Background: an optimization exercise with open tools, aiming at small area, a short achievable clock period and few clock cycles. Do not read the settings as production practice. The RTL was checked by simulation tests, not by an equivalence proof against the original design. Power is estimated from default activity; no workload was simulated.

Design roulette_wheel_selector, start of the top module:
module roulette_wheel_selector #(
  parameter int unsigned MAX_MEMBERS = rws_pkg::DEFAULT_MAX_MEMBERS
) (
  input  logic                clk_i,
  input  logic                rst_ni,
  input  logic                in_valid_i,
  output logic                in_ready_o,
  input  logic [rws_pkg::OP_W-1:0]     in_op_i,
  input  logic [rws_pkg::WEIGHT_W-1:0] in_weight_i,
  input  logic [rws_pkg::RND_W-1:0]    in_random_word_i,
  output logic                out_valid_o,
  input  logic                out_ready_i,
  output logic [rws_pkg::INDEX_W-1:0]  out_index_o,
  output logic                out_status_o
);
Settings: LEC_CHECK=0, CAP_MARGIN=20, CORE_MARGIN=2, CORE_UTILIZATION=55, CTS_BUF_LIST=sky130_fd_sc_hd__clkbuf_8, SETUP_SLACK_MARGIN=2.7, SLEW_MARGIN=20, TNS_END_PERCENT=10; clock period 6.0 ns.
run.sh (not shown) runs the stock make flow with config.mk's settings and CLKGATE_MAP_FILE= SYNTH_SCRIPT=/design/flow/synth_recipe.tcl, a recipe that flattens the netlist after the stock synthesis.
Testbench counts at the start, summed over its fixed seeds: cycles 2,863.
Rerun with:
--- a/flow/design.v
+++ b/flow/design.v
@@ -117,21 +117,24 @@
   logic [MAX_MEMBERS-1:0] le;
   logic [NB-1:0]     dv_q;
   logic [SW-1:0]     rem_q [NS];
   logic [RND_W-1:0]  rb_q  [NS];
   logic [KW-1:0]     cred_q;
   logic busy, busy_n;
   logic go, go_clr, go_app, go_sel;
+  logic app_q;                      
+  logic [DIV_NS-1:0] ent;           
+  logic              ent_any;
   logic do_clr, do_app, do_sel;
   logic out_take;
   assign full      = (n_q == CW'(MAX_MEMBERS));
   assign busy      = |dv_q;
   assign go_clr    = !busy;
   assign go_app    = !busy && (full || slot_free);
-  assign go_sel    = (cred_q < KW'(CAP));
+  assign go_sel    = (cred_q < KW'(CAP)) && !(app_q && !ent_any);
   always_comb begin
     unique case (iop_q)
       OP_CLEAR:  go = go_clr;
       OP_APPEND: go = go_app;
       OP_SELECT: go = go_sel;
       default:   go = 1'b1;
     endcase
@@ -150,15 +153,15 @@
   assign full_n = do_clr ? 1'b0 : (do_app ? (n_q == CW'(MAX_MEMBERS - 1)) : full);
   assign free_n = do_clr || init_q || slot_free_n;
   assign cred_n = cred_q + KW'(do_sel);
   always_comb begin
     unique case (op_n)
       OP_CLEAR:  go_n = !busy_n;
       OP_APPEND: go_n = !busy_n && (full_n || free_n);
-      OP_SELECT: go_n = (cred_n < KW'(CAP));
+      OP_SELECT: go_n = (cred_n < KW'(CAP)) && !(do_app && !ent_any);
       default:   go_n = 1'b1;
     endcase
   end
   assign rdy_d = !iv_n || go_n;
   assign iv_d  = iv_n;
   always_ff @(posedge clk_i or negedge rst_ni) begin
     if (!rst_ni) begin
@@ -249,15 +252,14 @@
     end else begin
       d_q  <= d_d;
       d3_q <= d3_d;
       if (do_clr)      n_q <= '0;
       else if (do_app) n_q <= n_q + CW'(1);
     end
   end
-  logic app_q;
   always_ff @(posedge clk_i or negedge rst_ni) begin
     if (!rst_ni) app_q <= 1'b0;
     else         app_q <= do_app;
   end
   rws_ram #(
     .WIDTH (SW),
     .DEPTH (MAX_MEMBERS),
@@ -278,16 +280,14 @@
   logic [XW:0] dz_q, d3z_q;
   always_ff @(posedge clk_i) begin
     for (int w = 0; w <= XW; w++) begin
       dz_q[w]  <= ((d_q >> w) == '0);
       d3z_q[w] <= ((d3_q >> w) == '0);
     end
   end
-  logic [NS-1:0] ent;       
-  logic          ent_any;
   always_comb begin
     ent = '0;
     for (int b = 0; b < NS; b++) begin
       if (DIV_ENT[b] && ((d_q >> bank_khi(b)) != '0)) ent = NS'(1) << b;
     end
   end
   assign ent_any = |ent;
@@ -329,23 +329,16 @@
       logic [XW-1:0] x, m;
       logic [XW:0]   s1, s2, s3;
       logic          ge1, ge2, ge3;
       logic [XW:0]   fz, f3z;
       int            k, w;
       r = rem_in;
       k = KLO;
-      if (s == 0) begin
-        for (int i = 0; i <= XW; i++) begin
-          fz[i]  = ((d_q >> i) == '0);
-          f3z[i] = ((d3_q >> i) == '0);
-        end
-      end else begin
-        fz  = dz_q;
-        f3z = d3z_q;
-      end
+      fz  = dz_q;
+      f3z = d3z_q;
       if (s == 0) begin
         x  = XW'(rb_in[NROWS-1]);
         s1 = {1'b0, x} - (XW+1)'(dd & SW'(1));
         r  = (!s1[1] && fz[1]) ? SW'(s1[0]) : SW'(x);
         k  = 1;
       end
       w  = (k + 2 < XW) ? k + 2 : XW;
What happened: Cell area is higher by 0.81%; final cell count stays flat; global-route usage falls by 0.13 points; utilization came out higher by 1.0 points; synthesized cell count is lower by 0.52%; total power goes up by 5.1%; worst setup slack got worse by 0.22 ns; critical path depth increases by 1; count of clock-buffer cells in the layout rose by 18.
Testbench counts after the change, summed over its fixed seeds: cycles 2,863.

-- what the ideal ports hide --
Ports are ideal in the flow. The routed layouts listed here were re-timed in OpenROAD.
Step 1: set_driving_cell puts a clkbuf_16 on clk_i and a buf_2 on each other input, an assumption about the parent block.
Step 2 adds t to the input delays and takes it off the output delays; t is the mean of the earliest and latest rising clock arrival at the registers after step 1. Input paths then give back, and output paths get back, about the clock's delay inside the block.
Three values: ideal, step 1, step 2; two values: the first two.
| run | t (ns) | slack for setup (ns) | worst hold slack (ns) |
|---|---|---|---|
| the first run | 1.124 | 2.348 / 2.348 / 1.664 | 0.175 / 0.114 / 0.281 |
| the second run | 1.179 | 2.125 / 2.125 / 1.298 | 0.263 / 0.202 / 0.303 |
After both steps setup and hold are still met in every run listed. The setup slack of the second run, which loses most, moves by 0.000 ns with the drivers and by -0.827 ns with both steps.
